Context: an optimization exercise on an open-source flow, tuned for a short achievable clock period and few clock cycles. The choices shown serve that exercise and are no tape-out recipe.
RTL that was checked went through simulation tests only; none was proved equivalent to the original.
No functional check of the RTL was part of runs 2 and 3.
No activity file was given, so power comes from the tool's default toggle rates.

==> design.v <==
package rv_pkg;
  typedef logic [31:0] data_t;
  typedef logic [31:0] addr_t;
  typedef logic [4:0]  reg_t;
  typedef enum logic [6:0] {
    OPC_OP     = 7'b0110011,
    OPC_OP_IMM = 7'b0010011,
    OPC_LUI    = 7'b0110111,
    OPC_LOAD   = 7'b0000011,
    OPC_STORE  = 7'b0100011,
    OPC_BRANCH = 7'b1100011,
    OPC_JAL    = 7'b1101111,
    OPC_SYSTEM = 7'b1110011
  } opcode_e;
  typedef enum logic [2:0] {
    ALU_ADD,
    ALU_SUB,
    ALU_AND,
    ALU_OR,
    ALU_XOR,
    ALU_SLT,
    ALU_PASS_B
  } alu_op_e;
  typedef enum logic [1:0] {
    MEM_NONE,
    MEM_LOAD,
    MEM_STORE
  } mem_op_e;
  typedef enum logic [1:0] {
    BR_NONE,
    BR_BEQ,
    BR_BNE,
    BR_JUMP
  } branch_e;
  localparam data_t NOP_INSN = 32'h0000_0013;  
  localparam data_t WFI_INSN = 32'h1050_0073;
  localparam logic [2:0] F3_ADD  = 3'b000;
  localparam logic [2:0] F3_SLT  = 3'b010;
  localparam logic [2:0] F3_XOR  = 3'b100;
  localparam logic [2:0] F3_OR   = 3'b110;
  localparam logic [2:0] F3_AND  = 3'b111;
  localparam logic [2:0] F3_WORD = 3'b010;  
  localparam logic [2:0] F3_BEQ  = 3'b000;
  localparam logic [2:0] F3_BNE  = 3'b001;
  localparam logic [6:0] F7_BASE = 7'b0000000;
  localparam logic [6:0] F7_SUB  = 7'b0100000;
endpackage
module riscv_core #(
  parameter rv_pkg::addr_t reset_pc = '0
) (
  input  logic          clk,
  input  logic          rst_n,
  output rv_pkg::addr_t imem_addr,
  output logic          imem_valid,
  input  rv_pkg::data_t imem_data,
  output logic          dmem_valid,
  output logic          dmem_we,
  output rv_pkg::addr_t dmem_addr,
  output rv_pkg::data_t dmem_wdata,
  input  logic          dmem_ready,
  input  rv_pkg::data_t dmem_rdata,
  output logic          halted
);
  localparam int QN = 4;  
  logic [31:0] pc;
  logic        id_valid;
  logic [31:0] id_insn;
  logic [31:0] id_pc;
  logic [31:0] id_alt;    
  logic        id_pred;
  logic        ex_valid;
  logic [31:0] ex_a, ex_b, ex_sd, ex_alt;
  logic [4:0]  ex_rd;
  logic        ex_we;     
  logic        ex_load, ex_store, ex_br, ex_bne, ex_pred, ex_halt;
  logic        ex_s_add, ex_s_sub, ex_s_and, ex_s_or, ex_s_xor, ex_s_slt, ex_s_b, ex_s_link;
  logic [31:0] rf [32];
  logic        qv    [QN];
  logic        qwe   [QN];
  logic [31:0] qaddr [QN];
  logic [31:0] qdata [QN];
  logic [4:0]  qrd   [QN];
  logic        halt_pend;
  logic [31:0] sum, diff, ex_res;
  logic        slt, eq, taken, mispredict, ex_mem, stall_ex, flush;
  assign sum  = ex_a + ex_b;
  assign diff = ex_a - ex_b;
  assign slt  = (ex_a[31] != ex_b[31]) ? ex_a[31] : diff[31];
  assign ex_res = ({32{ex_s_add}}  & sum)
                | ({32{ex_s_sub}}  & diff)
                | ({32{ex_s_and}}  & (ex_a & ex_b))
                | ({32{ex_s_or}}   & (ex_a | ex_b))
                | ({32{ex_s_xor}}  & (ex_a ^ ex_b))
                | ({31'b0, ex_s_slt & slt})
                | ({32{ex_s_b}}    & ex_b)
                | ({32{ex_s_link}} & ex_alt);
  assign eq         = (ex_a == ex_b);
  assign taken      = ex_bne ? ~eq : eq;
  assign mispredict = ex_valid & ex_br & (taken != ex_pred);
  assign ex_mem     = ex_load | ex_store;
  assign stall_ex   = ex_valid & ex_mem & qv[QN-1];
  assign flush      = mispredict | (ex_valid & ex_halt) | halt_pend;
  logic [6:0]  opc, f7;
  logic [2:0]  f3;
  logic [4:0]  rs1, rs2, rd;
  logic [31:0] imm_i, imm_s, imm_u;
  logic        d_op, d_opi, d_lui, d_load, d_store, d_br, d_jal, d_legal, d_alu_ok;
  logic        use1, use2, b_rs2, d_writes;
  logic [31:0] rf1, rf2, imm_sel;
  logic        fwd1, fwd2, haz, stall_id;
  assign opc = id_insn[6:0];
  assign f3  = id_insn[14:12];
  assign f7  = id_insn[31:25];
  assign rs1 = id_insn[19:15];
  assign rs2 = id_insn[24:20];
  assign rd  = id_insn[11:7];
  assign imm_i = {{20{id_insn[31]}}, id_insn[31:20]};
  assign imm_s = {{20{id_insn[31]}}, id_insn[31:25], id_insn[11:7]};
  assign imm_u = {id_insn[31:12], 12'b0};
  assign d_op    = (opc == 7'b0110011);
  assign d_opi   = (opc == 7'b0010011);
  assign d_lui   = (opc == 7'b0110111);
  assign d_load  = (opc == 7'b0000011);
  assign d_store = (opc == 7'b0100011);
  assign d_br    = (opc == 7'b1100011);
  assign d_jal   = (opc == 7'b1101111);
  assign d_alu_ok = (f3 == 3'b000) || (f3 == 3'b010) || (f3 == 3'b100) ||
                    (f3 == 3'b110) || (f3 == 3'b111);
  assign d_legal = (d_op && ((f7 == 7'b0000000 && d_alu_ok) || (f7 == 7'b0100000 && f3 == 3'b000)))
                || (d_opi && d_alu_ok)
                || d_lui
                || ((d_load || d_store) && f3 == 3'b010)
                || (d_br && f3[2:1] == 2'b00)
                || d_jal;
  assign use1     = d_op | d_opi | d_load | d_store | d_br;
  assign use2     = d_op | d_store | d_br;
  assign b_rs2    = d_op | d_br;
  assign d_writes = (d_op | d_opi | d_lui | d_load | d_jal) && (rd != 5'd0);
  assign imm_sel = d_lui ? imm_u : (d_store ? imm_s : imm_i);
  assign rf1 = (rs1 == 5'd0) ? 32'd0 : rf[rs1];
  assign rf2 = (rs2 == 5'd0) ? 32'd0 : rf[rs2];
  assign fwd1 = ex_valid & ex_we & (ex_rd == rs1);
  assign fwd2 = ex_valid & ex_we & (ex_rd == rs2);
  logic busy1, busy2, busyd;
  always_comb begin
    busy1 = ex_valid & ex_load & (ex_rd == rs1);
    busy2 = ex_valid & ex_load & (ex_rd == rs2);
    busyd = ex_valid & ex_load & (ex_rd == rd);
    for (int i = 0; i < QN; i++) begin
      busy1 = busy1 | (qv[i] & ~qwe[i] & (qrd[i] == rs1));
      busy2 = busy2 | (qv[i] & ~qwe[i] & (qrd[i] == rs2));
      busyd = busyd | (qv[i] & ~qwe[i] & (qrd[i] == rd));
    end
    busy1 = busy1 & (rs1 != 5'd0);
    busy2 = busy2 & (rs2 != 5'd0);
  end
  assign haz = id_valid & ((use1 & busy1) | (use2 & busy2) | (d_writes & ~d_load & busyd));
  assign stall_id = stall_ex | haz;
  logic [31:0] f_insn, f_imm, f_target, f_pc4;
  logic        f_jal, f_br, f_same, f_pred;
  assign f_insn   = imem_data;
  assign f_jal    = (f_insn[6:0] == 7'b1101111);
  assign f_br     = (f_insn[6:0] == 7'b1100011);
  assign f_same   = (f_insn[19:15] == f_insn[24:20]);
  assign f_pred   = f_jal | (f_br & (f_insn[12] ? (f_insn[31] & ~f_same) : (f_insn[31] | f_same)));
  assign f_imm    = f_jal ? {{11{f_insn[31]}}, f_insn[31], f_insn[19:12], f_insn[20], f_insn[30:21], 1'b0}
                          : {{19{f_insn[31]}}, f_insn[31], f_insn[7], f_insn[30:25], f_insn[11:8], 1'b0};
  assign f_target = pc + f_imm;
  assign f_pc4    = pc + 32'd4;
  assign imem_addr  = pc;
  assign imem_valid = ~halted;
  always_ff @(posedge clk or negedge rst_n) begin
    if (!rst_n) begin
      pc <= reset_pc;
    end else if (mispredict) begin
      pc <= ex_alt;
    end else if (!(flush || stall_id)) begin
      pc <= f_pred ? f_target : f_pc4;
    end
  end
  always_ff @(posedge clk or negedge rst_n) begin
    if (!rst_n) begin
      id_valid <= 1'b0;
    end else if (flush) begin
      id_valid <= 1'b0;
    end else if (!stall_id) begin
      id_valid <= 1'b1;
    end
  end
  always_ff @(posedge clk) begin
    if (!stall_id) begin
      id_insn <= f_insn;
      id_pc   <= pc;
      id_pred <= f_pred;
      id_alt  <= f_pred ? f_pc4 : f_target;
    end
  end
  always_ff @(posedge clk or negedge rst_n) begin
    if (!rst_n) begin
      ex_valid <= 1'b0;
    end else if (!stall_ex) begin
      ex_valid <= id_valid & ~haz & ~flush;
    end
  end
  always_ff @(posedge clk) begin
    if (!stall_ex) begin
      ex_a      <= fwd1 ? ex_res : rf1;
      ex_sd     <= fwd2 ? ex_res : rf2;
      ex_b      <= (b_rs2 & fwd2) ? ex_res : (b_rs2 ? rf2 : imm_sel);
      ex_alt    <= id_alt;
      ex_rd     <= rd;
      ex_we     <= d_legal & d_writes & ~d_load;
      ex_load   <= d_legal & d_load;
      ex_store  <= d_legal & d_store;
      ex_br     <= d_legal & d_br;
      ex_bne    <= f3[0];
      ex_pred   <= id_pred;
      ex_halt   <= ~d_legal;
      ex_s_add  <= d_load | d_store | ((d_op | d_opi) & f3 == 3'b000 & ~(d_op & f7[5]));
      ex_s_sub  <= d_op & f3 == 3'b000 & f7[5];
      ex_s_and  <= (d_op | d_opi) & f3 == 3'b111;
      ex_s_or   <= (d_op | d_opi) & f3 == 3'b110;
      ex_s_xor  <= (d_op | d_opi) & f3 == 3'b100;
      ex_s_slt  <= (d_op | d_opi) & f3 == 3'b010;
      ex_s_b    <= d_lui;
      ex_s_link <= d_jal;
    end
  end
  logic deq, enq;
  logic cv [QN];
  logic place [QN];
  assign deq = qv[0] & dmem_ready;
  assign enq = ex_valid & ex_mem & ~qv[QN-1];
  always_comb begin
    for (int i = 0; i < QN; i++) begin
      if (i == QN - 1) cv[i] = deq ? 1'b0 : qv[i];
      else             cv[i] = deq ? qv[i+1] : qv[i];
    end
    for (int i = 0; i < QN; i++) begin
      if (i == 0) place[i] = enq & ~cv[0];
      else        place[i] = enq & ~cv[i] & cv[i-1];
    end
  end
  always_ff @(posedge clk or negedge rst_n) begin
    if (!rst_n) begin
      for (int i = 0; i < QN; i++) qv[i] <= 1'b0;
    end else begin
      for (int i = 0; i < QN; i++) qv[i] <= cv[i] | place[i];
    end
  end
  always_ff @(posedge clk) begin
    for (int i = 0; i < QN; i++) begin
      if (place[i]) begin
        qwe[i]   <= ex_store;
        qaddr[i] <= sum;
        qdata[i] <= ex_sd;
        qrd[i]   <= ex_rd;
      end else if (deq && i < QN - 1) begin
        qwe[i]   <= qwe[i+1];
        qaddr[i] <= qaddr[i+1];
        qdata[i] <= qdata[i+1];
        qrd[i]   <= qrd[i+1];
      end
    end
  end
  assign dmem_valid = qv[0];
  assign dmem_we    = qwe[0];
  assign dmem_addr  = qaddr[0];
  assign dmem_wdata = qdata[0];
  logic        ld_wr;
  assign ld_wr = deq & ~qwe[0];
  always_ff @(posedge clk or negedge rst_n) begin
    if (!rst_n) begin
      for (int i = 0; i < 32; i++) rf[i] <= 32'd0;
    end else begin
      for (int i = 1; i < 32; i++) begin
        if (ex_valid && ex_we && ex_rd == 5'(i)) rf[i] <= ex_res;
        else if (ld_wr && qrd[0] == 5'(i))      rf[i] <= dmem_rdata;
      end
    end
  end
  logic halt_now;
  assign halt_now = halt_pend | (ex_valid & ex_halt);
  always_ff @(posedge clk or negedge rst_n) begin
    if (!rst_n) begin
      halt_pend <= 1'b0;
      halted    <= 1'b0;
    end else begin
      halt_pend <= halt_now;
      if (halt_now && !cv[0]) halted <= 1'b1;
    end
  end
endmodule
==> run.sh <==
#!/bin/bash
# synth_recipe.tcl (not shown) runs the flow's synth.tcl, then flattens the netlist and writes it again
# the make line also repeats each setting of config.mk as NAME=value (left out here)
make -C /OpenROAD-flow-scripts/flow DESIGN_CONFIG=/design/flow/config.mk WORK_HOME=/design/flow/orfs CLKGATE_MAP_FILE= SYNTH_SCRIPT=/design/flow/synth_recipe.tcl finish
==> config.mk <==
export PLATFORM = sky130hd
export DESIGN_NAME = riscv_core
export DESIGN_NICKNAME = riscv_core
export VERILOG_FILES = /design/flow/design.v
export SDC_FILE = /design/flow/constraint.sdc
export NUM_CORES = 4
export LEC_CHECK = 0
export CAP_MARGIN = 20
export CORE_MARGIN = 2
export CORE_UTILIZATION = 30
export PLACE_DENSITY = 0.5
export SLEW_MARGIN = 20
==> constraint.sdc <==
create_clock -name core_clock -period 5.5 [get_ports {clk}]
set_input_delay 1.1000 -clock core_clock [delete_from_list [all_inputs] [get_ports {clk}]]
set_output_delay 1.1000 -clock core_clock [all_outputs]
set_load 0.01 [all_outputs]
==> out/qor.txt, run 1 <==
RSZ-0062 raised after global routing - no
Worst slew margin - 0.0945
HPWL after DPL - 325000 um
Power density over the cells - 289 nW/um2
Max Cap Violations - 0
Largest family of logic cells by synthesized area - compound AO/OA/AOI/OAI gates
Vias in the first global route - 80000
Initial Util - 0.301
Crit path time final - 5110 ps
Mapped Area - 88200 um2
Total power - 30.0 mW
Die area - 298000 um2
Row cnt - 199
Core area - 293000 um2
Largest net degree at the start of global routing - 151
Synth Area in Compound Gates - 0.223
Nets@finish - 9363
Clk pin slew, worst setup/hold paths - 60 ps
Die width - 546 um
Die Y - 546 um
Slowest cell on the critical path - edfxtp_1
Least-Margin Pin Slew - 1360 ps
Critical path class - reg2reg
Final worst slack - 394 ps
Adder-Cell Fraction of Synth Area - 0.0188
CTS tree - yes
RD Place Congestion - 1.00
Synth-to-Final Area Change - 17.5%
Post-CTS Hold Buffers - 0
Root Buffer - clkbuf_16
DR WL/cell - 38.2 um
Synth warn - 9
Prevailing post-synth register cell - dfrtp_1
Clock Latency Late Sink - 920 ps
Post-CTS Setup Bufs - 0
Fin crit share - 0.928
Crit path buffers/inverters - 2
Most used cell, CP - o21bai_1
First-pass iteration count of the detailed router - 14
Count of flip-flops with a built-in enable after synthesis - 493
Via count - 86900
Post-synthesis mux area share - 0.112
Total grt overflow - 0
Synth unique cells - 91
Max Clock Freq - 196 MHz
Status - finished clean
HP Class - in2async
Syn avg cell area - 9.61 um2
Worst EP arrival - 5730 ps
CP Data Required Time - 6130 ps
Port bufs - 166
DP Worst Slack - 73.9 ps
First-pass GRT wire length - 686000 um
DR vias/cell - 6.55
Slowest stage delay, CP - 490 ps
Crit-path max FO - 33
H-tree levels - 4
Detailed-route DRC error count - 0
Final Setup Violations - 0
Total CTS buffers - 187
CTS max path bufs - 4
Worst setup EP type - flip-flop
#FFs+latches synth - 1525
Synth Instances - 9180
Final hold vios - 0
Resized cells post-CTS - 0
VDD IR max - 0.000249 V
Post-Synth XOR/XNOR Area - 0.0170
Antenna Nets Post-Route - 0
Register area share after synthesis - 0.460
Crit path launch type - flip-flop
Syn_nets - 9377
Initial antenna violation count - 61
Final Skew - 103 ps
DRT iter0 DRCs - 16800
Cell family with most CP delay - compound AO/OA/AOI/OAI gates
Final Slew Violations - 0
GRT Util Overall - 0.327
Crit-path cells - inv_1 > ha_1 > o21bai_1 > a2111oi_2 > nor4b_2 > o21ai_1 > a211o_1 > a21o_1 > a21oi_1 > nor2_1 > o21bai_1 > fa_1 > a22oi_1 > o211ai_1 > a221oi_1 > and2_1 > buf_12 > o21ai_0
Clk sink count - 1525
Share of layout cells above drive strength 1 - 0.159
Routed Wire Length - 508000 um
Io pins - 167
Synth Area in Simple Gates - 0.123
Static leakage - 40.9 nW
Asr flop ratio synth - 0.677
## layout by cell type, fill, tap and decap left out, types with 28 or more instances in the layout
cell	count
nand4_1	148
nand2_1	884
clkbuf_8	31
nor3_1	104
edfxtp_1	493
a22o_1	122
a222oi_1	71
and3_1	28
ha_1	126
mux2i_1	514
nand3_1	136
o211ai_1	32
dfrtp_1	1032
buf_4	462
a31oi_1	31
nor2b_1	249
nor4_1	41
a21oi_1	721
nor2_4	97
clkbuf_1	35
buf_12	67
nor2_1	475
xor2_1	68
inv_1	140
a221oi_1	128
xnor2_1	103
o21ai_0	736
diode_2	48
a22oi_1	623
a21o_1	61
clkdlybuf4s50_1	160
mux2_2	419
a211oi_1	252
clkbuf_16	190
## metrics by stage
stage	TNS, ps	instance area (um2)	hold slack [ps]	utilization	cells
after floorplan	-894140	88300	400	-	9180
after global placement	0	97200	402	0.332	12900
after detailed placement	0	97400	405	0.332	12900
after CTS	0	104000	320	0.353	13200
after global routing	0	104000	350	0.353	13200
final	0	104000	305	0.354	13300
## worst paths after layout
check | slack, ps | depth (start not counted) | endpoint | start
min in group core_clock | 420 | 0 | ex_alt[19]$_DFFE_PN_ | id_alt[19]$_DFFE_PP_
hold reg to reg | 420 | 0 | ex_alt[19]$_DFFE_PN_ | id_alt[19]$_DFFE_PP_
hold / removal | 310 | 1 | rf[5][0]$_DFFE_PN0P_ | rst_n
setup reg to reg | 390 | 18 | ex_a[31]$_DFFE_PN_ | ex_a[1]$_DFFE_PN_
max in group asynchronous | 3680 | 2 | rf[29][12]$_DFFE_PN0P_ | rst_n
setup / recovery | 390 | 18 | ex_a[31]$_DFFE_PN_ | ex_a[1]$_DFFE_PN_
## cells by family after synthesis
kind of cell	Yosys count
flops	1525
compound gates	3026
buf+inv	1049
mux	933
fa+ha+maj	130
xor+xnor	171
simple gates	2346
## cell type report
class	instances	area, um2
Sequential cell	1525	40600
Antenna cell	48	120
Multi-Input combinational cell	6606	44700
Inverter	144	544
Timing Repair Buffer	702	6640
Clock buffer	256	5310
Clock inverter	73	820
Tap cell	3919	4900
Fill cell	29600	190000
## synthesized netlist by cell type (11+ instances only)
cell type,instances,area (um2)
nor2_1,573,2150
nor4_1,42,263
o21ai_0,737,3690
dfrtp_1,1032,25800
clkbuf_1,741,2780
or2_2,20,125
a221oi_1,128,1120
o21a_1,13,97.6
a21o_1,61,458
o211ai_1,32,240
mux2i_1,514,5140
nor3b_1,16,120
nand2b_1,26,163
a31oi_1,31,194
and2_1,12,75.1
nor3_1,112,561
o21ai_1,17,85.1
o22ai_1,14,87.6
a21oi_1,724,3620
inv_1,141,529
a21oi_2,26,228
o31ai_1,27,203
ha_1,126,1580
a222oi_1,71,711
mux2_2,419,4720
buf_1,100,375
nand2_1,901,3380
nand3b_1,12,90.1
and3_1,30,188
nand3_1,143,716
a22oi_1,623,4680
o21bai_1,18,135
edfxtp_1,493,14800
nand4_1,148,926
o2111ai_1,15,131
a22o_1,122,1070
buf_2,54,270
or3_1,19,119
xnor2_1,103,902
a211oi_1,252,1890
xor2_1,68,596
nor2b_1,250,1560
and4_1,11,96.3
## sequential cells by signal, indices dropped and copies added (netlist names), 4 cells and up
signal,count
ex_a,32
ex_alt,32
ex_b,32
ex_rd,5
ex_sd,32
id_alt,32
id_insn,32
pc,32
qaddr,128
qdata,128
qrd,20
qv,4
qwe,4
rf,992
## metal layers
metal	global-route usage	wire, um	share of wire
met1	0.418	195000	0.38
met2	0.450	202000	0.40
met3	0.138	70900	0.14
met4	0.200	38700	0.076
met5	0.0114	926	0.0018
## power by group
group / total, mW / internal, mW / switching, mW
clock: 12.8 / 7.41 / 5.42
sequential: 12.7 / 12.1 / 0.570
combinational: 4.49 / 1.35 / 3.15
Testbench counts, summed over its fixed seeds: cycles 22,958.
==> run 2, diff against run 1 <==
--- a/design.v
+++ b/design.v
@@ -46,4 +46,38 @@
   localparam logic [6:0] F7_SUB  = 7'b0100000;
 endpackage
+module ks_add #(
+  parameter int W = 32
+) (
+  input  logic [W-1:0] a,
+  input  logic [W-1:0] b,
+  input  logic         cin,
+  output logic [W-1:0] sum
+);
+  localparam int L = $clog2(W);
+  logic [W-1:0] g [L+1];
+  logic [W-1:0] p [L+1];
+  logic [W-1:0] hp;
+  logic [W:0]   c;
+  assign hp = a ^ b;
+  always_comb begin
+    g[0] = a & b;
+    p[0] = hp;
+    g[0][0] = (a[0] & b[0]) | (hp[0] & cin);
+    for (int l = 0; l < L; l++) begin
+      for (int j = 0; j < W; j++) begin
+        if (j >= (1 << l)) begin
+          g[l+1][j] = g[l][j] | (p[l][j] & g[l][j - (1 << l)]);
+          p[l+1][j] = p[l][j] & p[l][j - (1 << l)];
+        end else begin
+          g[l+1][j] = g[l][j];
+          p[l+1][j] = p[l][j];
+        end
+      end
+    end
+    c[0] = cin;
+    for (int j = 0; j < W; j++) c[j+1] = g[L][j];
+  end
+  assign sum = hp ^ c[W-1:0];
+endmodule
 module riscv_core #(
   parameter rv_pkg::addr_t reset_pc = '0
@@ -83,7 +117,7 @@
   logic        halt_pend;
   logic [31:0] sum, diff, ex_res;
-  logic        slt, eq, taken, mispredict, ex_mem, stall_ex, flush;
-  assign sum  = ex_a + ex_b;
-  assign diff = ex_a - ex_b;
+  logic        slt, eq, taken, mispredict, ex_mem, flush;
+  ks_add #(.W(32)) add_i (.a(ex_a), .b(ex_b),  .cin(1'b0), .sum(sum));
+  ks_add #(.W(32)) sub_i (.a(ex_a), .b(~ex_b), .cin(1'b1), .sum(diff));
   assign slt  = (ex_a[31] != ex_b[31]) ? ex_a[31] : diff[31];
   assign ex_res = ({32{ex_s_add}}  & sum)
@@ -99,5 +133,4 @@
   assign mispredict = ex_valid & ex_br & (taken != ex_pred);
   assign ex_mem     = ex_load | ex_store;
-  assign stall_ex   = ex_valid & ex_mem & qv[QN-1];
   assign flush      = mispredict | (ex_valid & ex_halt) | halt_pend;
   logic [6:0]  opc, f7;
@@ -142,19 +175,26 @@
   assign fwd1 = ex_valid & ex_we & (ex_rd == rs1);
   assign fwd2 = ex_valid & ex_we & (ex_rd == rs2);
-  logic busy1, busy2, busyd;
+  logic oth1, oth2, othd, head1, head2, headd, ld_byp1, ld_byp2;
   always_comb begin
-    busy1 = ex_valid & ex_load & (ex_rd == rs1);
-    busy2 = ex_valid & ex_load & (ex_rd == rs2);
-    busyd = ex_valid & ex_load & (ex_rd == rd);
-    for (int i = 0; i < QN; i++) begin
-      busy1 = busy1 | (qv[i] & ~qwe[i] & (qrd[i] == rs1));
-      busy2 = busy2 | (qv[i] & ~qwe[i] & (qrd[i] == rs2));
-      busyd = busyd | (qv[i] & ~qwe[i] & (qrd[i] == rd));
-    end
-    busy1 = busy1 & (rs1 != 5'd0);
-    busy2 = busy2 & (rs2 != 5'd0);
-  end
-  assign haz = id_valid & ((use1 & busy1) | (use2 & busy2) | (d_writes & ~d_load & busyd));
-  assign stall_id = stall_ex | haz;
+    oth1 = ex_valid & ex_load & (ex_rd == rs1);
+    oth2 = ex_valid & ex_load & (ex_rd == rs2);
+    othd = ex_valid & ex_load & (ex_rd == rd);
+    for (int i = 1; i < QN; i++) begin
+      oth1 = oth1 | (qv[i] & ~qwe[i] & (qrd[i] == rs1));
+      oth2 = oth2 | (qv[i] & ~qwe[i] & (qrd[i] == rs2));
+      othd = othd | (qv[i] & ~qwe[i] & (qrd[i] == rd));
+    end
+    head1 = qv[0] & ~qwe[0] & (qrd[0] == rs1);
+    head2 = qv[0] & ~qwe[0] & (qrd[0] == rs2);
+    headd = qv[0] & ~qwe[0] & (qrd[0] == rd);
+  end
+  assign ld_byp1 = head1 & ~oth1 & dmem_ready & (rs1 != 5'd0);
+  assign ld_byp2 = head2 & ~oth2 & dmem_ready & (rs2 != 5'd0);
+  assign haz = id_valid & ((use1 & (rs1 != 5'd0) & (oth1 | (head1 & ~ld_byp1))) |
+                           (use2 & (rs2 != 5'd0) & (oth2 | (head2 & ~ld_byp2))) |
+                           (d_writes & ~d_load & (othd | (headd & ~dmem_ready))));
+  logic q_room;
+  assign q_room   = ~qv[QN-1] & ~(qv[QN-2] & ex_valid & ex_mem);
+  assign stall_id = haz | (id_valid & (d_load | d_store) & ~q_room);
   logic [31:0] f_insn, f_imm, f_target, f_pc4;
   logic        f_jal, f_br, f_same, f_pred;
@@ -163,9 +203,18 @@
   assign f_br     = (f_insn[6:0] == 7'b1100011);
   assign f_same   = (f_insn[19:15] == f_insn[24:20]);
-  assign f_pred   = f_jal | (f_br & (f_insn[12] ? (f_insn[31] & ~f_same) : (f_insn[31] | f_same)));
+  localparam int BH = 6;
+  logic [BH-1:0] f_idx;
+  logic          f_hist, f_static;
+  logic          bv [1<<BH];
+  logic [1:0]    bc [1<<BH];
+  assign f_idx    = pc[BH+1:2];
+  assign f_static = f_insn[31];
+  assign f_hist   = bv[f_idx] ? bc[f_idx][1] : f_static;
+  assign f_pred   = f_jal | (f_br & (f_same ? ~f_insn[12] : f_hist));
   assign f_imm    = f_jal ? {{11{f_insn[31]}}, f_insn[31], f_insn[19:12], f_insn[20], f_insn[30:21], 1'b0}
                           : {{19{f_insn[31]}}, f_insn[31], f_insn[7], f_insn[30:25], f_insn[11:8], 1'b0};
-  assign f_target = pc + f_imm;
-  assign f_pc4    = pc + 32'd4;
+  ks_add #(.W(32)) tgt_i (.a(pc), .b(f_imm), .cin(1'b0), .sum(f_target));
+  ks_add #(.W(30)) inc_i (.a(pc[31:2]), .b(30'd0), .cin(1'b1), .sum(f_pc4[31:2]));
+  assign f_pc4[1:0] = pc[1:0];
   assign imem_addr  = pc;
   assign imem_valid = ~halted;
@@ -196,17 +245,32 @@
     end
   end
+  logic [BH-1:0] ex_idx;
+  always_ff @(posedge clk or negedge rst_n) begin
+    if (!rst_n) begin
+      for (int i = 0; i < (1<<BH); i++) begin
+        bv[i] <= 1'b0;
+        bc[i] <= 2'b00;
+      end
+    end else if (ex_valid && ex_br) begin
+      bv[ex_idx] <= 1'b1;
+      if (!bv[ex_idx])                 bc[ex_idx] <= taken ? 2'b11 : 2'b00;
+      else if (taken && bc[ex_idx] != 2'b11)  bc[ex_idx] <= bc[ex_idx] + 2'b01;
+      else if (!taken && bc[ex_idx] != 2'b00) bc[ex_idx] <= bc[ex_idx] - 2'b01;
+    end
+  end
   always_ff @(posedge clk or negedge rst_n) begin
     if (!rst_n) begin
       ex_valid <= 1'b0;
-    end else if (!stall_ex) begin
-      ex_valid <= id_valid & ~haz & ~flush;
+    end else begin
+      ex_valid <= id_valid & ~stall_id & ~flush;
     end
   end
   always_ff @(posedge clk) begin
-    if (!stall_ex) begin
-      ex_a      <= fwd1 ? ex_res : rf1;
-      ex_sd     <= fwd2 ? ex_res : rf2;
-      ex_b      <= (b_rs2 & fwd2) ? ex_res : (b_rs2 ? rf2 : imm_sel);
+    begin
+      ex_a      <= ld_byp1 ? dmem_rdata : (fwd1 ? ex_res : rf1);
+      ex_sd     <= ld_byp2 ? dmem_rdata : (fwd2 ? ex_res : rf2);
+      ex_b      <= (b_rs2 & ld_byp2) ? dmem_rdata : (b_rs2 & fwd2) ? ex_res : (b_rs2 ? rf2 : imm_sel);
       ex_alt    <= id_alt;
+      ex_idx    <= id_pc[BH+1:2];
       ex_rd     <= rd;
       ex_we     <= d_legal & d_writes & ~d_load;
@@ -231,5 +295,5 @@
   logic place [QN];
   assign deq = qv[0] & dmem_ready;
-  assign enq = ex_valid & ex_mem & ~qv[QN-1];
+  assign enq = ex_valid & ex_mem;
   always_comb begin
     for (int i = 0; i < QN; i++) begin
--- a/config.mk
+++ b/config.mk
@@ -6,7 +6,10 @@
 export NUM_CORES = 4
 export LEC_CHECK = 0
+export ABC_CLOCK_PERIOD_IN_PS = 2500
 export CAP_MARGIN = 20
 export CORE_MARGIN = 2
-export CORE_UTILIZATION = 30
-export PLACE_DENSITY = 0.5
+export CORE_UTILIZATION = 40
+export PLACE_DENSITY = 0.6
+export SETUP_SLACK_MARGIN = 2.0
 export SLEW_MARGIN = 20
+export TNS_END_PERCENT = 10
==> run 2 against run 1 <==
Clock skew shrank 56 ps. Clock-buffer cell count grew 12. Via count grew 14%. Wire length grew 6.8%. Largest power group unchanged. Die area shrank 17%. Synthesized cell count grew 12%. First-iteration DRC count grew 13%. Sequential cell count grew 204. Maximum frequency grew 17%. Final cell count grew 4.8%. Final area grew 14%. Register-to-register slack gained 730 ps.
==> out/qor.txt, run 2 <==
First-pass iteration count of the detailed router - 13 (was 14)
Max Cap Violations - 0 (unchanged)
Mapped Area - 97900 um2 (was 88200 um2)
Clk pin slew, worst setup/hold paths - 60 ps (about the same)
Max Clock Freq - 229 MHz (was 196 MHz)
Detailed-route DRC error count - 0 (unchanged)
Post-CTS Hold Buffers - 0 (unchanged)
Register area share after synthesis - 0.452 (was 0.460)
Vias in the first global route - 91900 (was 80000)
Io pins - 167 (unchanged)
Reg2Reg Setup Slack - 1130 ps (was 390 ps)
Top cell type's share of synthesized area - 0.313 (was 0.293)
Worst slew margin - 0.0888 (was 0.0945)
Syn avg cell area - 9.49 um2 (was 9.61 um2)
Syn_nets - 10500 (was 9377)
Synth top area cells - dfrtp_1, edfxtp_1, mux2i_1 (unchanged)
Worst r2r path cells - 14 (was 18)
Total CTS buffers - 196 (was 187)
DR vias/cell - 7.11 (was 6.55)
Clk sink count - 1729 (was 1525)
Die area - 249000 um2 (was 298000 um2)
Total power - 34.9 mW (was 30.0 mW)
Final Setup Violations - 0 (unchanged)
RD Place Congestion - 1.02 (was 1.00)
Status - finished clean (unchanged)
Asr flop ratio synth - 0.708 (was 0.677)
Routed Wire Length - 542000 um (was 508000 um)
Critical path class - reg2reg (unchanged)
Port bufs - 166 (unchanged)
GRT Util Overall - 0.418 (was 0.327)
Count leader, synth - dfrtp_1 (unchanged)
VDD IR max - 0.000323 V (was 0.000249 V)
Core area - 243000 um2 (was 293000 um2)
DR WL/cell - 39.0 um (was 38.2 um)
CP Data Required Time - 6220 ps (was 6130 ps)
Synth area leader - dfrtp_1 (unchanged)
Synth unique cells - 106 (was 91)
Area taken by multi-input logic gates - 52200 um2 (was 44700 um2)
HPWL after DPL - 338000 um (was 325000 um)
Root Buffer - clkbuf_16 (unchanged)
Post-synth top cells - dfrtp_1, nand2_1, o21ai_0 (was dfrtp_1, nand2_1, clkbuf_1)
Fin crit share - 0.795 (was 0.928)
Count of flip-flops with a built-in enable after synthesis - 351 (was 493)
Synth warn - 17 (was 9)
Via count - 98900 (was 86900)
Nets@finish - 10700 (was 9363)
Crit-path max FO - 31 (was 33)
Synth-to-Final Area Change - 21.0% (was 17.5%)
#FFs+latches synth - 1729 (was 1525)
Top reg by flops - rf (unchanged)
Synth Instances - 10300 (was 9180)
Final hold vios - 0 (unchanged)
Power density over the cells - 295 nW/um2 (was 289 nW/um2)
Row cnt - 181 (was 199)
# fillers - 22200 (was 29600)
Least-Margin Pin Slew - 1360 ps (about the same)
Antenna Nets Post-Route - 0 (unchanged)
Slowest stage delay, CP - 730 ps (was 490 ps)
Final Slew Violations - 0 (unchanged)
Die Y - 499 um (was 546 um)
RSZ-0062 raised after global routing - yes (was no)
Share of layout cells above drive strength 1 - 0.201 (was 0.159)
DRT iter0 DRCs - 18900 (was 16800)
Static leakage - 46.7 nW (was 40.9 nW)
First-pass GRT wire length - 739000 um (was 686000 um)
Most frequent cells in the layout - dfrtp_1, nand2_1, o21ai_0 (unchanged)
Critical R2R Capture - ex_sd[16]$_DFF_P_ (was ex_a[31]$_DFFE_PN_)
H-tree levels - 4 (unchanged)
FF+latch area - 44300 um2 (was 40600 um2)
Max reg flops - 992 (unchanged)
Final Skew - 47.2 ps (was 103 ps)
Initial antenna violation count - 80 (was 61)
Total grt overflow - 0 (unchanged)
Worst setup EP type - flip-flop (unchanged)
CTS max path bufs - 3 (was 4)
Worst EP arrival - 5090 ps (was 5730 ps)
HP Class - in2async (unchanged)
Setup_tns - 0 ps (unchanged)
Most used cell, CP - buf_4 (was o21bai_1)
Initial Util - 0.403 (was 0.301)
Most common cell after layout, fill and taps aside - dfrtp_1 (unchanged)
WHS - 199 ps (was 305 ps)
Prevailing post-synth register cell - dfrtp_1 (unchanged)
Clock Latency Late Sink - 920 ps (about the same)
Largest net degree at the start of global routing - 129 (was 151)
Worst r2r src - id_insn[23]$_DFFE_PP_ (was ex_a[1]$_DFFE_PN_)
Crit path time final - 4370 ps (was 5110 ps)
Crit path launch type - flip-flop (unchanged)
CTS tree - yes (unchanged)
Crit-path cells - buf_4 > xor2_1 > nor3_1 > nand2_1 > nor2_2 > buf_4 > nor2_2 > buf_4 > o21ai_0 > a21oi_1 > buf_4 > nor2_1 > o31ai_1 > o21a_1 (was inv_1 > ha_1 > o21bai_1 > a2111oi_2 > nor4b_2 > o21ai_1 > a211o_1 > a21o_1 > a21oi_1 > nor2_1 > o21bai_1 > fa_1 > a22oi_1 > o211ai_1 > a221oi_1 > and2_1 > buf_12 > o21ai_0)
Slowest cell on the critical path - edfxtp_1 (unchanged)
Die width - 499 um (was 546 um)
## run 2: cell types whose count changed in the layout (fill, tap and decap cells not counted), moves of 101 or more
cell      before   now
nand2_1      884  1098
o21ai_0      736   938
mux2i_1      514   709
dfrtp_1     1032  1218
buf_4        462   629
edfxtp_1     493   351
a21oi_1      721   584
dfxtp_1        0   131
nand3_1      136   237
## run 2: worst max-delay path: cells and delay by family, from the launching register on
| family | cells | cell delay (ps) |
|---|---|---|
| DFF | 1 | 730 |
| buffers and inverters | 4 | 1360 |
| and+or+nand+nor | 5 | 430 |
| xor gates and xnor gates | 1 | 160 |
| AOI/OAI and AO/OA | 4 | 1500 |
## run 2: report_power, final
group          internal [mW]  leakage [nW]  switching, mW
Sequential              13.4          18.0          0.599
Clock                   8.06          3.31           6.00
Combinational           2.36          25.5           4.43
## run 2: metrics by stage
step / area [um2] / util / cells / setup WS, ps
detailed placement: 106000 / 0.437 / 13200 / 43.3
CTS: 117000 / 0.480 / 13800 / 1220
finish: 119000 / 0.487 / 13900 / 1130
global placement: 106000 / 0.436 / 13200 / 10.7
global route: 118000 / 0.487 / 13900 / 1070
floorplan: 98000 / - / 10300 / 1080
## run 2: area by class of cell
cell class	count	area share
Timing Repair Buffer	1001	0.0877
Timing Repair inverter	2	0.000211
Tap cell	3202	0.0338
Clock buffer	268	0.0474
Inverter	171	0.00562
Clock inverter	92	0.00988
Sequential cell	1729	0.374
Antenna cell	51	0.00108
Multi-Input combinational cell	7393	0.440
## run 2: logic make-up after synthesis
kind of cell    synth area share
compound gates             0.222
simple gates               0.128
flops                      0.452
buf+inv                   0.0477
mux                        0.118
xor+xnor                  0.0150
fa+ha+maj                 0.0173
## run 2: metal layers
layer	GRT usage	routed length, um
met1	0.521	198000
met2	0.569	212000
met3	0.189	82000
met4	0.289	49300
met5	0.0168	673
## run 2: worst max path at each step
stage / startpoint / end / slack [ps]
after floorplan: imem_data[5] / id_alt[28]$_DFFE_PP_ / 1080
after global placement: imem_data[5] / id_alt[28]$_DFFE_PP_ / 10
after detailed placement: imem_data[5] / id_alt[27]$_DFFE_PP_ / 40
after CTS: ex_idx[0]$_DFF_P_ / bc[48][0]$_DFFE_PN0P_ / 1220
after global routing: ex_b[16]$_DFF_P_ / rf[2][31]$_DFFE_PN0P_ / 1070
final: id_insn[23]$_DFFE_PP_ / ex_sd[16]$_DFF_P_ / 1130
## run 2: timing repair
item | 4_1_cts | 5_1_grt
pin swaps | 105 | 46
setup buffers | 195 | 59
setup endpoints to repair | 1123 | 1142
resized for setup | 360 | 168
cloned | 17 | 11
==> run 3, diff against run 2 <==
--- a/design.v
+++ b/design.v
@@ -97,4 +97,5 @@
 );
   localparam int QN = 4;  
+  localparam int BH = 6;  
   logic [31:0] pc;
   logic        id_valid;
@@ -103,4 +104,6 @@
   logic [31:0] id_alt;    
   logic        id_pred;
+  logic        id_bv;
+  logic [1:0]  id_bc;
   logic        ex_valid;
   logic [31:0] ex_a, ex_b, ex_sd, ex_alt;
@@ -109,5 +112,16 @@
   logic        ex_load, ex_store, ex_br, ex_bne, ex_pred, ex_halt;
   logic        ex_s_add, ex_s_sub, ex_s_and, ex_s_or, ex_s_xor, ex_s_slt, ex_s_b, ex_s_link;
+  logic [BH-1:0] ex_idx;
+  logic        ex_bv;
+  logic [1:0]  ex_bc;
+  logic        wb_we;
+  logic [4:0]  wb_rd;
+  logic [31:0] wb_res;
+  logic        bu_valid;
+  logic [BH-1:0] bu_idx;
+  logic [1:0]  bu_bc;
   logic [31:0] rf [32];
+  logic        bv [1<<BH];
+  logic [1:0]  bc [1<<BH];
   logic        qv    [QN];
   logic        qwe   [QN];
@@ -134,4 +148,15 @@
   assign ex_mem     = ex_load | ex_store;
   assign flush      = mispredict | (ex_valid & ex_halt) | halt_pend;
+  always_ff @(posedge clk or negedge rst_n) begin
+    if (!rst_n) begin
+      wb_we <= 1'b0;
+    end else begin
+      wb_we <= ex_valid & ex_we;
+    end
+  end
+  always_ff @(posedge clk) begin
+    wb_rd  <= ex_rd;
+    wb_res <= ex_res;
+  end
   logic [6:0]  opc, f7;
   logic [2:0]  f3;
@@ -140,6 +165,6 @@
   logic        d_op, d_opi, d_lui, d_load, d_store, d_br, d_jal, d_legal, d_alu_ok;
   logic        use1, use2, b_rs2, d_writes;
-  logic [31:0] rf1, rf2, imm_sel;
-  logic        fwd1, fwd2, haz, stall_id;
+  logic [31:0] rf1, rf2, rd1, rd2, imm_sel;
+  logic        fwd1, fwd2, wfw1, wfw2, haz, stall_id;
   assign opc = id_insn[6:0];
   assign f3  = id_insn[14:12];
@@ -175,4 +200,8 @@
   assign fwd1 = ex_valid & ex_we & (ex_rd == rs1);
   assign fwd2 = ex_valid & ex_we & (ex_rd == rs2);
+  assign wfw1 = wb_we & (wb_rd == rs1);
+  assign wfw2 = wb_we & (wb_rd == rs2);
+  assign rd1  = wfw1 ? wb_res : rf1;
+  assign rd2  = wfw2 ? wb_res : rf2;
   logic oth1, oth2, othd, head1, head2, headd, ld_byp1, ld_byp2;
   always_comb begin
@@ -197,24 +226,25 @@
   assign q_room   = ~qv[QN-1] & ~(qv[QN-2] & ex_valid & ex_mem);
   assign stall_id = haz | (id_valid & (d_load | d_store) & ~q_room);
-  logic [31:0] f_insn, f_imm, f_target, f_pc4;
-  logic        f_jal, f_br, f_same, f_pred;
-  assign f_insn   = imem_data;
-  assign f_jal    = (f_insn[6:0] == 7'b1101111);
-  assign f_br     = (f_insn[6:0] == 7'b1100011);
-  assign f_same   = (f_insn[19:15] == f_insn[24:20]);
-  localparam int BH = 6;
+  logic [31:0] f_insn, f_imm_b, f_imm_j, f_tgt_b, f_tgt_j, f_target, f_pc4, f_next;
+  logic        f_jal, f_br, f_same, f_pred, f_hist, f_bv;
+  logic [1:0]  f_bc;
   logic [BH-1:0] f_idx;
-  logic          f_hist, f_static;
-  logic          bv [1<<BH];
-  logic [1:0]    bc [1<<BH];
-  assign f_idx    = pc[BH+1:2];
-  assign f_static = f_insn[31];
-  assign f_hist   = bv[f_idx] ? bc[f_idx][1] : f_static;
-  assign f_pred   = f_jal | (f_br & (f_same ? ~f_insn[12] : f_hist));
-  assign f_imm    = f_jal ? {{11{f_insn[31]}}, f_insn[31], f_insn[19:12], f_insn[20], f_insn[30:21], 1'b0}
-                          : {{19{f_insn[31]}}, f_insn[31], f_insn[7], f_insn[30:25], f_insn[11:8], 1'b0};
-  ks_add #(.W(32)) tgt_i (.a(pc), .b(f_imm), .cin(1'b0), .sum(f_target));
+  assign f_insn  = imem_data;
+  assign f_jal   = (f_insn[6:0] == 7'b1101111);
+  assign f_br    = (f_insn[6:0] == 7'b1100011);
+  assign f_same  = (f_insn[19:15] == f_insn[24:20]);
+  assign f_idx   = pc[BH+1:2];
+  assign f_bv    = bv[f_idx];
+  assign f_bc    = bc[f_idx];
+  assign f_hist  = f_bv ? f_bc[1] : f_insn[31];
+  assign f_pred  = f_jal | (f_br & (f_same ? ~f_insn[12] : f_hist));
+  assign f_imm_j = {{11{f_insn[31]}}, f_insn[31], f_insn[19:12], f_insn[20], f_insn[30:21], 1'b0};
+  assign f_imm_b = {{19{f_insn[31]}}, f_insn[31], f_insn[7], f_insn[30:25], f_insn[11:8], 1'b0};
+  ks_add #(.W(32)) tgj_i (.a(pc), .b(f_imm_j), .cin(1'b0), .sum(f_tgt_j));
+  ks_add #(.W(32)) tgb_i (.a(pc), .b(f_imm_b), .cin(1'b0), .sum(f_tgt_b));
   ks_add #(.W(30)) inc_i (.a(pc[31:2]), .b(30'd0), .cin(1'b1), .sum(f_pc4[31:2]));
   assign f_pc4[1:0] = pc[1:0];
+  assign f_target   = f_jal ? f_tgt_j : f_tgt_b;
+  assign f_next     = f_pred ? f_target : f_pc4;
   assign imem_addr  = pc;
   assign imem_valid = ~halted;
@@ -225,5 +255,5 @@
       pc <= ex_alt;
     end else if (!(flush || stall_id)) begin
-      pc <= f_pred ? f_target : f_pc4;
+      pc <= f_next;
     end
   end
@@ -243,50 +273,63 @@
       id_pred <= f_pred;
       id_alt  <= f_pred ? f_pc4 : f_target;
+      id_bv   <= f_bv;
+      id_bc   <= f_bc;
     end
   end
-  logic [BH-1:0] ex_idx;
   always_ff @(posedge clk or negedge rst_n) begin
     if (!rst_n) begin
-      for (int i = 0; i < (1<<BH); i++) begin
-        bv[i] <= 1'b0;
-        bc[i] <= 2'b00;
-      end
-    end else if (ex_valid && ex_br) begin
-      bv[ex_idx] <= 1'b1;
-      if (!bv[ex_idx])                 bc[ex_idx] <= taken ? 2'b11 : 2'b00;
-      else if (taken && bc[ex_idx] != 2'b11)  bc[ex_idx] <= bc[ex_idx] + 2'b01;
-      else if (!taken && bc[ex_idx] != 2'b00) bc[ex_idx] <= bc[ex_idx] - 2'b01;
+      ex_valid <= 1'b0;
+    end else begin
+      ex_valid <= id_valid & ~stall_id & ~flush;
     end
   end
+  always_ff @(posedge clk) begin
+    ex_a      <= ld_byp1 ? dmem_rdata : (fwd1 ? ex_res : rd1);
+    ex_sd     <= ld_byp2 ? dmem_rdata : (fwd2 ? ex_res : rd2);
+    ex_b      <= (b_rs2 & ld_byp2) ? dmem_rdata : (b_rs2 & fwd2) ? ex_res : (b_rs2 ? rd2 : imm_sel);
+    ex_alt    <= id_alt;
+    ex_idx    <= id_pc[BH+1:2];
+    ex_bv     <= id_bv;
+    ex_bc     <= id_bc;
+    ex_rd     <= rd;
+    ex_we     <= d_legal & d_writes & ~d_load;
+    ex_load   <= d_legal & d_load;
+    ex_store  <= d_legal & d_store;
+    ex_br     <= d_legal & d_br;
+    ex_bne    <= f3[0];
+    ex_pred   <= id_pred;
+    ex_halt   <= ~d_legal;
+    ex_s_add  <= d_load | d_store | ((d_op | d_opi) & f3 == 3'b000 & ~(d_op & f7[5]));
+    ex_s_sub  <= d_op & f3 == 3'b000 & f7[5];
+    ex_s_and  <= (d_op | d_opi) & f3 == 3'b111;
+    ex_s_or   <= (d_op | d_opi) & f3 == 3'b110;
+    ex_s_xor  <= (d_op | d_opi) & f3 == 3'b100;
+    ex_s_slt  <= (d_op | d_opi) & f3 == 3'b010;
+    ex_s_b    <= d_lui;
+    ex_s_link <= d_jal;
+  end
   always_ff @(posedge clk or negedge rst_n) begin
     if (!rst_n) begin
-      ex_valid <= 1'b0;
+      bu_valid <= 1'b0;
     end else begin
-      ex_valid <= id_valid & ~stall_id & ~flush;
+      bu_valid <= ex_valid & ex_br;
     end
   end
   always_ff @(posedge clk) begin
-    begin
-      ex_a      <= ld_byp1 ? dmem_rdata : (fwd1 ? ex_res : rf1);
-      ex_sd     <= ld_byp2 ? dmem_rdata : (fwd2 ? ex_res : rf2);
-      ex_b      <= (b_rs2 & ld_byp2) ? dmem_rdata : (b_rs2 & fwd2) ? ex_res : (b_rs2 ? rf2 : imm_sel);
-      ex_alt    <= id_alt;
-      ex_idx    <= id_pc[BH+1:2];
-      ex_rd     <= rd;
-      ex_we     <= d_legal & d_writes & ~d_load;
-      ex_load   <= d_legal & d_load;
-      ex_store  <= d_legal & d_store;
-      ex_br     <= d_legal & d_br;
-      ex_bne    <= f3[0];
-      ex_pred   <= id_pred;
-      ex_halt   <= ~d_legal;
-      ex_s_add  <= d_load | d_store | ((d_op | d_opi) & f3 == 3'b000 & ~(d_op & f7[5]));
-      ex_s_sub  <= d_op & f3 == 3'b000 & f7[5];
-      ex_s_and  <= (d_op | d_opi) & f3 == 3'b111;
-      ex_s_or   <= (d_op | d_opi) & f3 == 3'b110;
-      ex_s_xor  <= (d_op | d_opi) & f3 == 3'b100;
-      ex_s_slt  <= (d_op | d_opi) & f3 == 3'b010;
-      ex_s_b    <= d_lui;
-      ex_s_link <= d_jal;
+    bu_idx <= ex_idx;
+    if (!ex_bv)                       bu_bc <= taken ? 2'b11 : 2'b00;
+    else if (taken && ex_bc != 2'b11)  bu_bc <= ex_bc + 2'b01;
+    else if (!taken && ex_bc != 2'b00) bu_bc <= ex_bc - 2'b01;
+    else                               bu_bc <= ex_bc;
+  end
+  always_ff @(posedge clk or negedge rst_n) begin
+    if (!rst_n) begin
+      for (int i = 0; i < (1<<BH); i++) begin
+        bv[i] <= 1'b0;
+        bc[i] <= 2'b00;
+      end
+    end else if (bu_valid) begin
+      bv[bu_idx] <= 1'b1;
+      bc[bu_idx] <= bu_bc;
     end
   end
@@ -332,5 +375,5 @@
   assign dmem_addr  = qaddr[0];
   assign dmem_wdata = qdata[0];
-  logic        ld_wr;
+  logic ld_wr;
   assign ld_wr = deq & ~qwe[0];
   always_ff @(posedge clk or negedge rst_n) begin
@@ -339,6 +382,6 @@
     end else begin
       for (int i = 1; i < 32; i++) begin
-        if (ex_valid && ex_we && ex_rd == 5'(i)) rf[i] <= ex_res;
-        else if (ld_wr && qrd[0] == 5'(i))      rf[i] <= dmem_rdata;
+        if (wb_we && wb_rd == 5'(i))       rf[i] <= wb_res;
+        else if (ld_wr && qrd[0] == 5'(i)) rf[i] <= dmem_rdata;
       end
     end
==> run 3 against run 2 <==
Combinational power shrank 12%. Total power shrank 0.17%. Sequential power grew 6%. First-iteration DRC count decreased by 10%. Wire length shrank 3.3%. Critical path type unchanged. Critical endpoint is now ex_b[0]$_DFF_P_.
==> out/qor.txt, run 3 <==
Core Util, Final - 0.483 (was 0.487)
Post-CTS Hold Buffers - 0 (unchanged)
# fillers - 22900 (was 22200)
Vias in the first global route - 90000 (was 91900)
CTS tree - yes (unchanged)
Root Buffer - clkbuf_16 (unchanged)
Status - finished clean (unchanged)
Clk sink count - 1782 (was 1729)
Asr flop ratio synth - 0.688 (was 0.708)
Worst r2r src - ex_b[8]$_DFF_P_ (was id_insn[23]$_DFFE_PP_)
Final Skew - 58.0 ps (was 47.2 ps)
H-tree levels - 4 (unchanged)
Nets@finish - 10900 (was 10700)
Largest net degree at the start of global routing - 146 (was 129)
Detailed-route DRC error count - 0 (unchanged)
Synth unique cells - 102 (was 106)
HP Class - in2async (unchanged)
Antenna Nets Post-Route - 0 (unchanged)
Most common cell after layout, fill and taps aside - dfrtp_1 (unchanged)
Setup_tns - 0 ps (unchanged)
Final Setup Violations - 0 (unchanged)
Register area share after synthesis - 0.456 (was 0.452)
Die width - 503 um (was 499 um)
Synth area leader - dfrtp_1 (unchanged)
Via count - 96700 (was 98900)
Synth warn - 17 (unchanged)
DRT iter0 DRCs - 16900 (was 18900)
Crit path launch type - flip-flop (unchanged)
Syn avg cell area - 9.50 um2 (was 9.49 um2)
Clk network pwr share - 0.405 (was 0.403)
Cell Int Power - 24.2 mW (was 23.9 mW)
Switching Fraction - 0.307 (was 0.316)
Synth-to-Final Area Change - 20.3% (was 21.0%)
Crit path from - ex_b[8]$_DFF_P_ (was id_insn[23]$_DFFE_PP_)
Row cnt - 183 (was 181)
DR WL/cell - 36.9 um (was 39.0 um)
Critical path class - reg2reg (unchanged)
Combinational Power Share - 0.171 (was 0.195)
Count of flip-flops with a built-in enable after synthesis - 354 (was 351)
Clk pin slew, worst setup/hold paths - 60 ps (about the same)
Routed Wire Length - 524000 um (was 542000 um)
Crit-path max FO - 8 (was 31)
Clock Latency Late Sink - 880 ps (was 920 ps)
RD Place Congestion - 1.03 (was 1.02)
Worst slew margin - 0.129 (was 0.0888)
First-pass GRT wire length - 718000 um (was 739000 um)
Final Slew Violations - 0 (unchanged)
Least-Margin Pin Slew - 1310 ps (was 1360 ps)
Most frequent cells in the layout - dfrtp_1, mux2i_1, nand2_1 (was dfrtp_1, nand2_1, o21ai_0)
First-pass iteration count of the detailed router - 11 (was 13)
CTS max path bufs - 3 (unchanged)
Synth top area cells - dfrtp_1, edfxtp_1, mux2i_1 (unchanged)
Post-synth top cells - dfrtp_1, mux2i_1, nand2_1 (was dfrtp_1, nand2_1, o21ai_0)
Worst setup EP type - flip-flop (unchanged)
Prevailing post-synth register cell - dfrtp_1 (unchanged)
Max Clock Freq - 221 MHz (was 229 MHz)
Synth Instances - 10500 (was 10300)
Reg2Reg Setup Slack - 980 ps (was 1130 ps)
Syn_nets - 10700 (was 10500)
VDD IR max - 0.000307 V (was 0.000323 V)
Max Cap Violations - 0 (unchanged)
Port bufs - 166 (unchanged)
Die Y - 503 um (was 499 um)
P_sw - 10.7 mW (was 11.0 mW)
Area taken by multi-input logic gates - 52500 um2 (was 52200 um2)
Total grt overflow - 0 (unchanged)
CP Data Required Time - 6220 ps (about the same)
Crit path time final - 4520 ps (was 4370 ps)
FF+latch area - 45400 um2 (was 44300 um2)
Io pins - 167 (unchanged)
Static leakage - 51.7 nW (was 46.7 nW)
GRT Util Overall - 0.401 (was 0.418)
DR vias/cell - 6.80 (was 7.11)
Mapped Area - 99500 um2 (was 97900 um2)
Worst EP arrival - 5240 ps (was 5090 ps)
Share of layout cells above drive strength 1 - 0.184 (was 0.201)
Final hold vios - 0 (unchanged)
HPWL after DPL - 330000 um (was 338000 um)
Worst r2r path cells - 18 (was 14)
Total CTS buffers - 200 (was 196)
Power density over the cells - 291 nW/um2 (was 295 nW/um2)
Max reg flops - 992 (unchanged)
Count leader, synth - dfrtp_1 (unchanged)
Initial antenna violation count - 40 (was 80)
RSZ-0062 raised after global routing - yes (unchanged)
Die area - 253000 um2 (was 249000 um2)
Fin crit share - 0.822 (was 0.795)
Core area - 248000 um2 (was 243000 um2)
#FFs+latches synth - 1782 (was 1729)
Critical Path Sink - ex_b[0]$_DFF_P_ (was ex_sd[16]$_DFF_P_)
Flop pwr share - 0.424 (was 0.402)
Top cell type's share of synthesized area - 0.308 (was 0.313)
Critical R2R Capture - ex_b[0]$_DFF_P_ (was ex_sd[16]$_DFF_P_)
Top reg by flops - rf (unchanged)
Initial Util - 0.401 (was 0.403)
run 3: final cells by class:
type	count	area share
multi-input combinational	7489	0.438
sequential	1782	0.379
timing repair buffer	1027	0.0847
clock buffer	284	0.0476
tap	3330	0.0348
clock inverter	92	0.00877
inverter	189	0.00611
antenna	23	0.000481
run 3: critical path, cell delays in order (launching register included):
cell	delay, ps
dfxtp_2	340
inv_1	80
ha_4	290
or2_2	320
a2111o_1	410
a21oi_2	200
o21ai_2	110
nand3_2	120
a41oi_2	160
o21bai_1	210
a21oi_2	90
fa_2	340
a222oi_1	810
o2111ai_2	300
nor2_1	220
a311oi_2	70
a21o_1	190
nand2_1	60
o21ai_1	50
run 3: cell families after synthesis:
group,Yosys count,synth area share
adders and majority gates,149,0.0191
muxes,1339,0.139
and+or+nand+nor,2720,0.125
buffers and inverters,1208,0.0475
xor gates and xnor gates,186,0.0164
DFF,1782,0.456
AOI/OAI and AO/OA,3091,0.198
run 3: stage by stage:
step | cell area (um2) | setup WS, ps | hold slack, ps | cells | power (mW)
final | 120000 | 980 | 74.8 | 14200 | 34.8
after global routing | 120000 | 924 | 129 | 14200 | 35.7
after CTS | 117000 | 1210 | 132 | 14000 | 34.3
after detailed placement | 107000 | 392 | 315 | 13400 | 19.8
after global placement | 107000 | 257 | 312 | 13400 | 19.8
after floorplan | 99700 | 857 | 310 | 10500 | 17.4
run 3: how the worst min path moves through the flow:
stage | from | endpoint | slack, ps | depth (start not counted)
after CTS | rst_n | bv[46]$_DFFE_PN0P_ | 130 | 1
after detailed placement | ex_idx[2]$_DFF_P_ | bu_idx[2]$_DFF_P_ | 310 | 0
after global placement | ex_idx[0]$_DFF_P_ | bu_idx[0]$_DFF_P_ | 310 | 0
final | rst_n | bv[46]$_DFFE_PN0P_ | 70 | 1
after global routing | rst_n | bv[46]$_DFFE_PN0P_ | 130 | 1
after floorplan | ex_idx[0]$_DFF_P_ | bu_idx[0]$_DFF_P_ | 310 | 0
run 3: power by group through the flow:
stage	clock network, mW	registers (mW)	logic, mW
4_1_cts	14.1	14.7	5.45
5_1_grt	14.7	14.8	6.22
3_5_place_dp	0	15.1	4.79
2_1_floorplan	0	14.5	2.88
3_3_place_gp	0	15.0	4.75
6_report	14.1	14.8	5.97
run 3: metal layers:
layer,vias to the layer above,global-route usage,share of wire
met2,8028,0.554,0.40
met5,-,0.00266,0.00029
met4,22,0.292,0.092
met3,2408,0.147,0.14
li1,38900,-,-
met1,47300,0.512,0.37
run 3: timing repair:
item	in CTS	in global routing
setup endpoints to repair	350	467
resized for setup	247	233
gates cloned	11	5
setup buffers	139	217
pin swaps	76	73

==> afterwards: timing with drivers on the ports <==
Ports are ideal in the flow. The routed layouts listed here were re-timed in OpenROAD. Step 1, drivers: a clkbuf_16 drives clk and a buf_2 each remaining input, both assumed. Step 2 also shifts input and output timing later by t, the mid clock arrival at the registers, as if the neighbouring blocks saw the same clock. Slacks: ideal ports / drivers / drivers and shift; pairs: ideal ports / drivers.
run	t (ns)	slack for setup (ns)	worst data-port slew with drivers (ns)
run 1	0.981	0.394 / 0.394 / 0.019	0.26
run 2	0.983	1.128 / 1.128 / 0.654	0.20
run 3	0.958	0.980 / 0.980 / 0.669	0.28
After both steps every run listed still meets setup and hold. The setup slack of run 2, which loses most, moves by 0.000 ns with the drivers and by -0.474 ns with both steps.
